This is an optimization exercise on Yosys and OpenROAD, whose aim is small area, not a production implementation.
In this exercise RTL edits were held to simulation tests only and were not proved equivalent to the original.
Power and IR drop assume default switching activity.

===== flow/run.sh =====
#!/bin/bash
# synth_recipe.tcl (not shown) runs the flow's synth.tcl, then flattens the netlist and writes it again
# the make line also repeats each setting of config.mk as NAME=value (left out here)
make -C /OpenROAD-flow-scripts/flow DESIGN_CONFIG=/design/flow/config.mk WORK_HOME=/design/flow/orfs CLKGATE_MAP_FILE= SYNTH_SCRIPT=/design/flow/synth_recipe.tcl finish

===== flow/config.mk =====
export PLATFORM = sky130hd
export DESIGN_NAME = riscv_cpu
export DESIGN_NICKNAME = riscv_cpu
export VERILOG_FILES = /design/flow/design.v
export SDC_FILE = /design/flow/constraint.sdc
export NUM_CORES = 4
export LEC_CHECK = 0
export CAP_MARGIN = 20
export CORE_MARGIN = 2
export CORE_UTILIZATION = 40
export PLACE_DENSITY = 0.6
export SLEW_MARGIN = 20

===== flow/constraint.sdc =====
create_clock -name core_clock -period 10.0 [get_ports {clk}]
set_input_delay 2.0000 -clock core_clock [delete_from_list [all_inputs] [get_ports {clk}]]
set_output_delay 2.0000 -clock core_clock [all_outputs]
set_load 0.01 [all_outputs]

===== flow/design.v =====
package riscv_pkg;
    typedef enum logic [6:0] {
        LOAD   = 7'b0000011,
        OP_IMM = 7'b0010011,
        STORE  = 7'b0100011,
        OP     = 7'b0110011,
        BRANCH = 7'b1100011
    } opcode_e;
    typedef enum logic [2:0] {
        ALU_ADD,
        ALU_SUB,
        ALU_AND,
        ALU_OR,
        ALU_XOR
    } alu_op_e;
    typedef enum logic [1:0] {
        FWD_NONE,
        FWD_MEM,
        FWD_WB
    } fwd_sel_e;
    typedef struct packed {
        logic [32-1:0] pc;
        logic [32-1:0] instr;
    } fetch_t;
    typedef struct packed {
        logic [32-1:0]       pc;
        logic [32-1:0]       imm;
        logic [32-1:0]       rs1_value;
        logic [32-1:0]       rs2_value;
        logic [5-1:0] rs1;
        logic [5-1:0] rs2;
        logic [5-1:0] rd;
        logic                   rd_valid;
        alu_op_e                alu_op;
        logic                   is_load;
        logic                   is_store;
        logic                   is_branch;
        logic                   branch_ne;
        logic                   uses_imm;
    } decoded_t;
    typedef struct packed {
        logic [32-1:0]       result;
        logic [32-1:0]       store_data;
        logic [5-1:0] rd;
        logic                   rd_valid;
        logic                   is_load;
        logic                   is_store;
    } ex_mem_t;
    typedef struct packed {
        logic [32-1:0]       value;
        logic [5-1:0] rd;
        logic                   rd_valid;
        logic                   is_load;
    } mem_wb_t;
    typedef struct packed {
        logic             rd_en;
        logic             wr_en;
        logic [32-1:0] addr;
        logic [32-1:0] wr_data;
    } dmem_req_t;
endpackage
`timescale 1ns/100ps
module fetch_stage (
    input  logic               clk,
    input  logic               reset,
    input  logic               cache_stall,
    input  logic               load_use_stall,
    input  logic               branch_taken,
    input  logic [32-1:0]   branch_target,
    input  logic [32-1:0]   instr,
    output logic [32-1:0]   pc,
    output riscv_pkg::fetch_t  fetch
);
    always_ff @(posedge clk) begin
        if (reset) begin
            pc          <= 32'h0000_0000;
            fetch.pc    <= 32'h0000_0000;
            fetch.instr <= 32'h0000_0013;
        end else if (!cache_stall) begin
            if (branch_taken) begin
                pc          <= branch_target;
                fetch.pc    <= pc;
                fetch.instr <= 32'h0000_0013;
            end else if (!load_use_stall) begin
                pc          <= pc + 32'd4;
                fetch.pc    <= pc;
                fetch.instr <= instr;
            end
        end
    end
endmodule
`timescale 1ns/100ps
module decode_stage (
    input  logic                   clk,
    input  logic                   reset,
    input  logic                   cache_stall,
    input  logic                   load_use_stall,
    input  logic                   branch_taken,
    input  riscv_pkg::fetch_t      fetch,
    input  logic [32-1:0]       rs1_value,
    input  logic [32-1:0]       rs2_value,
    output logic [5-1:0] rs1,
    output logic [5-1:0] rs2,
    output logic                   rs1_used,
    output logic                   rs2_used,
    output riscv_pkg::decoded_t    decoded
);
    logic [32-1:0]    instr;
    logic [2:0]          funct3;
    logic                legal;
    riscv_pkg::alu_op_e  logic_op;
    riscv_pkg::decoded_t ctrl;
    assign instr  = fetch.instr;
    assign funct3 = instr[14:12];
    always_comb begin
        case (funct3)
            3'b100:  logic_op = riscv_pkg::ALU_XOR;
            3'b110:  logic_op = riscv_pkg::ALU_OR;
            3'b111:  logic_op = riscv_pkg::ALU_AND;
            default: logic_op = riscv_pkg::ALU_ADD;
        endcase
    end
    always_comb begin
        ctrl     = '0;
        ctrl.pc  = fetch.pc;
        ctrl.rd  = instr[11:7];
        legal    = 1'b0;
        rs1_used = 1'b0;
        rs2_used = 1'b0;
        case (instr[6:0])
            riscv_pkg::OP: begin
                legal = (funct3 == 3'b000 || (funct3[2] && funct3[1:0] != 2'b01))
                    && instr[31] == 1'b0 && instr[29:25] == 5'd0
                    && (!instr[30] || funct3 == 3'b000);
                rs1_used      = 1'b1;
                rs2_used      = 1'b1;
                ctrl.rd_valid = 1'b1;
                ctrl.alu_op   = instr[30] ? riscv_pkg::ALU_SUB : logic_op;
            end
            riscv_pkg::OP_IMM: begin
                legal = funct3 == 3'b000 || (funct3[2] && funct3[1:0] != 2'b01);
                rs1_used      = 1'b1;
                ctrl.rd_valid = 1'b1;
                ctrl.uses_imm = 1'b1;
                ctrl.alu_op   = logic_op;
                ctrl.imm      = {{(32-12){instr[31]}}, instr[31:20]};
            end
            riscv_pkg::LOAD: begin
                legal         = funct3 == 3'b010;
                rs1_used      = 1'b1;
                ctrl.rd_valid = 1'b1;
                ctrl.is_load  = 1'b1;
                ctrl.uses_imm = 1'b1;
                ctrl.imm      = {{(32-12){instr[31]}}, instr[31:20]};
            end
            riscv_pkg::STORE: begin
                legal         = funct3 == 3'b010;
                rs1_used      = 1'b1;
                rs2_used      = 1'b1;
                ctrl.is_store = 1'b1;
                ctrl.uses_imm = 1'b1;
                ctrl.imm      = {{(32-12){instr[31]}}, instr[31:25], instr[11:7]};
            end
            riscv_pkg::BRANCH: begin
                legal          = funct3[2:1] == 2'b00;
                rs1_used       = 1'b1;
                rs2_used       = 1'b1;
                ctrl.is_branch = 1'b1;
                ctrl.branch_ne = funct3[0];
                ctrl.imm       = {{(32-12){instr[31]}}, instr[7], instr[30:25],
                                  instr[11:8], 1'b0};
            end
            default: legal = 1'b0;
        endcase
        if (!legal) begin
            ctrl     = '0;
            ctrl.pc  = fetch.pc;
            rs1_used = 1'b0;
            rs2_used = 1'b0;
        end
        ctrl.rs1 = rs1_used ? instr[19:15] : '0;
        ctrl.rs2 = rs2_used ? instr[24:20] : '0;
    end
    assign rs1 = ctrl.rs1;
    assign rs2 = ctrl.rs2;
    always_ff @(posedge clk) begin
        if (reset) begin
            decoded <= '0;
        end else if (!cache_stall) begin
            if (branch_taken || load_use_stall) begin
                decoded <= '0;
            end else begin
                decoded           <= ctrl;
                decoded.rs1_value <= rs1_value;
                decoded.rs2_value <= rs2_value;
            end
        end
    end
endmodule
`timescale 1ns/100ps
module register_file (
    input  logic                   clk,
    input  logic [5-1:0] rs1,
    input  logic [5-1:0] rs2,
    output logic [32-1:0]       rs1_value,
    output logic [32-1:0]       rs2_value,
    input  riscv_pkg::mem_wb_t     wb
);
    logic [32-1:0] regs [32];
    logic             wr_en;
    assign wr_en = wb.rd_valid && wb.rd != '0;
    always_ff @(posedge clk) begin
        if (wr_en) begin
            regs[wb.rd] <= wb.value;
        end
    end
    assign rs1_value = (rs1 == '0) ? '0 : (wr_en && wb.rd == rs1) ? wb.value : regs[rs1];
    assign rs2_value = (rs2 == '0) ? '0 : (wr_en && wb.rd == rs2) ? wb.value : regs[rs2];
endmodule
`timescale 1ns/100ps
module hazard_unit (
    input  logic                   [5-1:0] rs1,
    input  logic                   [5-1:0] rs2,
    input  logic                   rs1_used,
    input  logic                   rs2_used,
    input  riscv_pkg::decoded_t    decoded,
    input  riscv_pkg::ex_mem_t     ex_mem,
    input  riscv_pkg::mem_wb_t     mem_wb,
    output logic                   load_use_stall,
    output riscv_pkg::fwd_sel_e    fwd_a,
    output riscv_pkg::fwd_sel_e    fwd_b
);
    logic load_in_ex;
    function automatic riscv_pkg::fwd_sel_e select(
        input logic [5-1:0] src,
        input riscv_pkg::ex_mem_t     mem,
        input riscv_pkg::mem_wb_t     wb
    );
        if (src != '0 && mem.rd_valid && mem.rd == src) begin
            select = riscv_pkg::FWD_MEM;
        end else if (src != '0 && wb.rd_valid && wb.rd == src) begin
            select = riscv_pkg::FWD_WB;
        end else begin
            select = riscv_pkg::FWD_NONE;
        end
    endfunction
    assign fwd_a = select(decoded.rs1, ex_mem, mem_wb);
    assign fwd_b = select(decoded.rs2, ex_mem, mem_wb);
    assign load_in_ex     = decoded.is_load && decoded.rd_valid && decoded.rd != '0;
    assign load_use_stall = load_in_ex && ((rs1_used && rs1 == decoded.rd)
                                        || (rs2_used && rs2 == decoded.rd));
endmodule
`timescale 1ns/100ps
module execute_stage (
    input  logic                clk,
    input  logic                reset,
    input  logic                cache_stall,
    input  riscv_pkg::decoded_t decoded,
    input  riscv_pkg::fwd_sel_e fwd_a,
    input  riscv_pkg::fwd_sel_e fwd_b,
    input  logic [32-1:0]    wb_value,
    output riscv_pkg::ex_mem_t  ex_mem,
    output logic                branch_taken,
    output logic [32-1:0]    branch_target
);
    logic [32-1:0]   op_a;
    logic [32-1:0]   rs2_fwd;
    logic [32-1:0]   op_b;
    logic [32-1:0]   result;
    riscv_pkg::ex_mem_t next;
    function automatic logic [32-1:0] pick(
        input riscv_pkg::fwd_sel_e sel,
        input logic [32-1:0]    reg_value,
        input logic [32-1:0]    mem_value,
        input logic [32-1:0]    wb_val
    );
        case (sel)
            riscv_pkg::FWD_MEM: pick = mem_value;
            riscv_pkg::FWD_WB:  pick = wb_val;
            default:            pick = reg_value;
        endcase
    endfunction
    assign op_a    = pick(fwd_a, decoded.rs1_value, ex_mem.result, wb_value);
    assign rs2_fwd = pick(fwd_b, decoded.rs2_value, ex_mem.result, wb_value);
    assign op_b    = decoded.uses_imm ? decoded.imm : rs2_fwd;
    always_comb begin
        case (decoded.alu_op)
            riscv_pkg::ALU_SUB: result = op_a - op_b;
            riscv_pkg::ALU_AND: result = op_a & op_b;
            riscv_pkg::ALU_OR:  result = op_a | op_b;
            riscv_pkg::ALU_XOR: result = op_a ^ op_b;
            default:            result = op_a + op_b;
        endcase
    end
    assign branch_taken  = decoded.is_branch && ((op_a == rs2_fwd) != decoded.branch_ne);
    assign branch_target = decoded.pc + decoded.imm;
    always_comb begin
        next.result     = result;
        next.store_data = rs2_fwd;
        next.rd         = decoded.rd;
        next.rd_valid   = decoded.rd_valid;
        next.is_load    = decoded.is_load;
        next.is_store   = decoded.is_store;
    end
    always_ff @(posedge clk) begin
        if (reset) begin
            ex_mem <= '0;
        end else if (!cache_stall) begin
            ex_mem <= next;
        end
    end
endmodule
`timescale 1ns/100ps
module memory_stage (
    input  logic                 clk,
    input  logic                 reset,
    input  logic                 cache_stall,
    input  riscv_pkg::ex_mem_t   ex_mem,
    input  logic [32-1:0]     read_data,
    output riscv_pkg::dmem_req_t dmem_req,
    output riscv_pkg::mem_wb_t   mem_wb
);
    always_comb begin
        dmem_req.rd_en   = ex_mem.is_load;
        dmem_req.wr_en   = ex_mem.is_store;
        dmem_req.addr    = ex_mem.result;
        dmem_req.wr_data = ex_mem.store_data;
    end
    always_ff @(posedge clk) begin
        if (reset) begin
            mem_wb <= '0;
        end else if (!cache_stall) begin
            mem_wb.value    <= ex_mem.is_load ? read_data : ex_mem.result;
            mem_wb.rd       <= ex_mem.rd;
            mem_wb.rd_valid <= ex_mem.rd_valid;
            mem_wb.is_load  <= ex_mem.is_load;
        end
    end
endmodule
`timescale 1ns/100ps
module riscv_cpu (
    input  logic                 clk,
    input  logic                 reset,
    input  logic [32-1:0]     instr,
    output logic [32-1:0]     pc,
    input  logic [32-1:0]     read_data,
    output logic                 dmem_rd_en,
    output logic                 dmem_wr_en,
    output logic [32-1:0]     dmem_addr,
    output logic [32-1:0]     dmem_wr_data,
    input  logic                 cache_stall
);
    riscv_pkg::dmem_req_t   dmem_req;
    riscv_pkg::fetch_t      fetch;
    riscv_pkg::decoded_t    decoded;
    riscv_pkg::ex_mem_t     ex_mem;
    riscv_pkg::mem_wb_t     mem_wb;
    riscv_pkg::fwd_sel_e    fwd_a;
    riscv_pkg::fwd_sel_e    fwd_b;
    logic                   load_use_stall;
    logic                   branch_taken;
    logic [32-1:0]       branch_target;
    logic [5-1:0] rs1;
    logic [5-1:0] rs2;
    logic                   rs1_used;
    logic                   rs2_used;
    logic [32-1:0]       rs1_value;
    logic [32-1:0]       rs2_value;
    fetch_stage fetch_stage_inst (
        .clk(clk), .reset(reset), .cache_stall(cache_stall),
        .load_use_stall(load_use_stall), .branch_taken(branch_taken),
        .branch_target(branch_target), .instr(instr), .pc(pc), .fetch(fetch)
    );
    decode_stage decode_stage_inst (
        .clk(clk), .reset(reset), .cache_stall(cache_stall),
        .load_use_stall(load_use_stall), .branch_taken(branch_taken), .fetch(fetch),
        .rs1_value(rs1_value), .rs2_value(rs2_value), .rs1(rs1), .rs2(rs2),
        .rs1_used(rs1_used), .rs2_used(rs2_used), .decoded(decoded)
    );
    register_file register_file_inst (
        .clk(clk), .rs1(rs1), .rs2(rs2), .rs1_value(rs1_value),
        .rs2_value(rs2_value), .wb(mem_wb)
    );
    hazard_unit hazard_unit_inst (
        .rs1(rs1), .rs2(rs2), .rs1_used(rs1_used), .rs2_used(rs2_used),
        .decoded(decoded), .ex_mem(ex_mem), .mem_wb(mem_wb),
        .load_use_stall(load_use_stall), .fwd_a(fwd_a), .fwd_b(fwd_b)
    );
    execute_stage execute_stage_inst (
        .clk(clk), .reset(reset), .cache_stall(cache_stall), .decoded(decoded),
        .fwd_a(fwd_a), .fwd_b(fwd_b), .wb_value(mem_wb.value), .ex_mem(ex_mem),
        .branch_taken(branch_taken), .branch_target(branch_target)
    );
    memory_stage memory_stage_inst (
        .clk(clk), .reset(reset), .cache_stall(cache_stall), .ex_mem(ex_mem),
        .read_data(read_data), .dmem_req(dmem_req), .mem_wb(mem_wb)
    );
    assign dmem_rd_en   = dmem_req.rd_en;
    assign dmem_wr_en   = dmem_req.wr_en;
    assign dmem_addr    = dmem_req.addr;
    assign dmem_wr_data = dmem_req.wr_data;
endmodule

==> flow_metrics.env <==
export IMPL_hold_violations=0
export IMPL_core_area_um2=180000
export IMPL_fin_skew_ns=0.0509
export IMPL_firstDrtPassIters=9
export IMPL_ys_seq_area_share_pct=51.9
export IMPL_port_buffers=164
export IMPL_grt_busiest_layer="met2"
export IMPL_r2r_cells=21
export IMPL_totalPowerFinal_mw=13.2
export IMPL_h_tree_depth=4
export IMPL_synth_top_area_cell="edfxtp_1"
export IMPL_clockPowerShare_pct=43.0
export IMPL_worstHoldPathType="register to register"
export IMPL_place_congestion=0.931
export IMPL_combPwrFrac_pct=9.5
export IMPL_vias=60300
export IMPL_tightest_slew_ns=1.17
export IMPL_clk_pin_slew_ns=0.06
export IMPL_worstPathCellList="xnor2_1, nand4_1, nor2_4, mux2i_1, a311oi_1, nor4_4, nand4_1, nand2_1, xnor2_1, ha_1, a21o_1, a21o_1, a2111oi_0, a211oi_1, a2111oi_0, buf_4, o21ai_0, a21oi_1, xnor2_1, a211oi_1, nor2_1"
export IMPL_antenna_found_initial=19
export IMPL_async_reset_ff_share_pct=0
export IMPL_die_h_um=429
export IMPL_drcViolationCount=0
export IMPL_synthCells=6800
export IMPL_cp_start_kind="register"
export IMPL_min_period_ns=7.32
export IMPL_clk_path_buf_depth=3
export IMPL_overflow=0
export IMPL_clock_latency_ns=0.83
export IMPL_synth_edf_count=1024
export IMPL_setup_viol=0
export IMPL_clock_sink_count=1363
export IMPL_slew_viol_final=0
export IMPL_ys_warn_count=6
export IMPL_fmax_ghz=0.137
export IMPL_synth_ff_type="edfxtp_1"
export IMPL_vdd_drop_max_mv=0.171
export IMPL_p_sw_mw=3.34
export IMPL_cts_made_buffers=151
export IMPL_fin_setup_tns_ns=0
export IMPL_dp_hpwl_mm=163
export IMPL_leakagePower_nw=28.5
export IMPL_p_int_mw=9.83
export IMPL_ios=165
export IMPL_synth_avg_cell_area_um2=10.6
export IMPL_synthTopCellsByArea="edfxtp_1, dfxtp_1, nand2_1"
export IMPL_via_per_inst=6.57
export IMPL_setup_ws_ns=2.68
export IMPL_grt_max_degree=144
export IMPL_synth_cell_type_count=91
export IMPL_ys_seq_elements=1363
export IMPL_final_antenna_net_count=0
export IMPL_fp_dieArea_um2=184000
export IMPL_cp_slowest_stage_delay_ns=0.99
export IMPL_synthTopCellsByCount="edfxtp_1, nand2_1, clkbuf_1"
export IMPL_drt_iter0_markers=9139
export IMPL_grt_util_met1_pct=38.4
export IMPL_routed_wl_mm=280
export IMPL_hold_depth=2
export IMPL_avgRoutedWirePerCell_um=30.6
export IMPL_final_core_util_pct=45.1
export IMPL_post_cts_buffers=0
export IMPL_layout_drive_gt1_share_pct=10.1
export IMPL_crit_fanout=25
export IMPL_rsz0062_at_grt="no"
export IMPL_slowest_stage="nor2_4"
export IMPL_endpoint_kind="register"
export IMPL_grt_use_met2_pct=45.6
export IMPL_grt_pass1_wl_mm=401
export IMPL_crit_arrival_ns=8.01
export IMPL_synthesis_area_um2=72400
export IMPL_ctsResizeCount=0
export IMPL_power_density_nw_per_um2=162
export IMPL_cts_tree="done"
export IMPL_status="no timing/DRC/antenna violations"
export IMPL_syn_to_final_growth_pct=12.4
export IMPL_hold_buffers=0
export IMPL_post_route_period_util_pct=73.2
export IMPL_cap_violations=0
export IMPL_nNetsFinal=6877
export IMPL_root_buffer="clkbuf_16"
export IMPL_p_seq_share_pct=47.5
export IMPL_fin_cells=9176
export IMPL_cp_data_required_time_ns=10.69
export IMPL_synth_most_common_cell="edfxtp_1"
export IMPL_grt_pass1_vias=57300
export IMPL_place_ws_ns=2.89
export IMPL_max_slew_margin_pct=21.6
export IMPL_path_class="register to register"
export IMPL_cpMostUsedCell="xnor2_1"
export IMPL_die_width_um=429
export IMPL_grt_use_total_pct=29.4
export IMPL_dp_cells=8889
export IMPL_p_sw_share_pct=25.4
export IMPL_fillCellCount=16600
export IMPL_grt_util_met3_pct=7.04
export IMPL_yosysTopAreaCellShare_pct=42.5
export IMPL_rows=156
export IMPL_initial_core_util_pct=40.1
==> through the flow <==
| stage | area, um2 | hold slack [ns] |
|---|---|---|
| 5_1_grt | 81300 | 0.475 |
| 4_1_cts | 81300 | 0.457 |
| 2_1_floorplan | 72500 | 0.418 |
| 6_report | 81300 | 0.455 |
| 3_5_place_dp | 76300 | 0.444 |
| 3_3_place_gp | 76300 | 0.433 |
==> flip-flops by register name, summed over array words and instances (netlist names) <==
register	count
fetch_stage_inst.fetch	64
fetch_stage_inst.pc	32
memory_stage_inst.mem_wb	38
register_file_inst.regs	1024
execute_stage_inst.ex_mem	72
decode_stage_inst.decoded	133
==> final timing paths <==
| kind | from | to | slack (ns) |
|---|---|---|---|
| worst max register to register | memory_stage_inst.mem_wb[4] | execute_stage_inst.ex_mem[67] | 2.68 |
| worst min register to register | decode_stage_inst.decoded[67] | decode_stage_inst.decoded[67] | 0.45 |
| worst max-delay path | memory_stage_inst.mem_wb[4] | execute_stage_inst.ex_mem[67] | 2.68 |
| worst min-delay path | decode_stage_inst.decoded[67] | decode_stage_inst.decoded[67] | 0.45 |
==> critical path: cells and delay by family (launching register included) <==
kind | cells | cell delay [ns]
xor gates and xnor gates | 3 | 0.37
muxes | 1 | 0.53
buffers and inverters | 1 | 0.23
AOI/OAI and AO/OA | 9 | 2.80
and+or+nand+nor | 6 | 2.27
adders and majority gates | 1 | 0.37
DFF | 1 | 0.63
==> power by group through the flow <==
stage	clock network, mW	registers, mW	logic [mW]
2_1_floorplan	0	6.35	0.740
3_3_place_gp	0	6.37	1.21
3_5_place_dp	0	6.37	1.22
4_1_cts	5.73	6.25	1.23
5_1_grt	5.95	6.25	1.32
6_report	5.67	6.25	1.26
==> logic make-up after synthesis <==
group	after synthesis	synth area share, %
DFF	1363	51.9
xor gates and xnor gates	157	1.90
buffers and inverters	753	4.40
muxes	470	8.85
AOI/OAI and AO/OA	1616	15.6
other	1	0.00518
and+or+nand+nor	2303	15.0
adders and majority gates	137	2.39
==> placed cells by master (no fill, tap or decap), drive strengths merged, types with 24 or more instances in the layout <==
cell type	count
and3	245
clkinv	60
a31oi	58
nand3	410
o22ai	35
o221ai	74
mux4	128
mux2i	295
edfxtp	1024
nor3	132
buf	173
xor2	24
conb	32
nor2b	43
a221oi	118
clkdlybuf4s50	162
nand4	87
and2	59
o21a	40
a21oi	302
a32oi	64
nor2	346
clkbuf	191
inv	117
nand2	878
xnor2	133
a211oi	303
o21ai	284
dfxtp	339
a2111oi	37
mux2	47
ha	135
a221o	40
a21o	27
o311ai	64
==> cell type report <==
type	count	area (um2)	share of cell area [%]
inverters	106	405	0.498
multi-input cells	4715	32300	39.7
flip-flops and latches	1363	37500	46.2
well taps	2370	2970	3.65
clock buffers	190	4040	4.96
diodes	5	12.5	0.0154
repair buffers	336	3120	3.84
clock inverters	91	953	1.17
==> per-layer routing <==
layer	share of wire, %	vias to the layer above
met5	0.029	-
met3	11	863
met1	38	29800
li1	-	25700
met2	45	3922
met4	5.4	12

-- port drivers added, routing unchanged --
No port has a modelled driver above. Below, the same layout with a new extraction and two added sets of constraints. Step 1 sets driving cells, clkbuf_16 on the clock port and buf_2 on the other inputs (assumed; they add their load-dependent delay and slew). Step 2, shift: input delay + t, output delay - t, t = (earliest + latest rising clock arrival at the registers) / 2. This alone moves slack from input paths to output paths. Three values: no drivers, after step 1, after step 2; two values: the first two.
shift t [ns]: 0.900
setup slack, ns: 2.682 / 2.682 / 2.682
pins driven straight from the clock port: 1
After both steps this run still meets setup and hold. For this run, drivers alone change the setup slack by 0.000 ns; drivers and shift together by 0.000 ns.
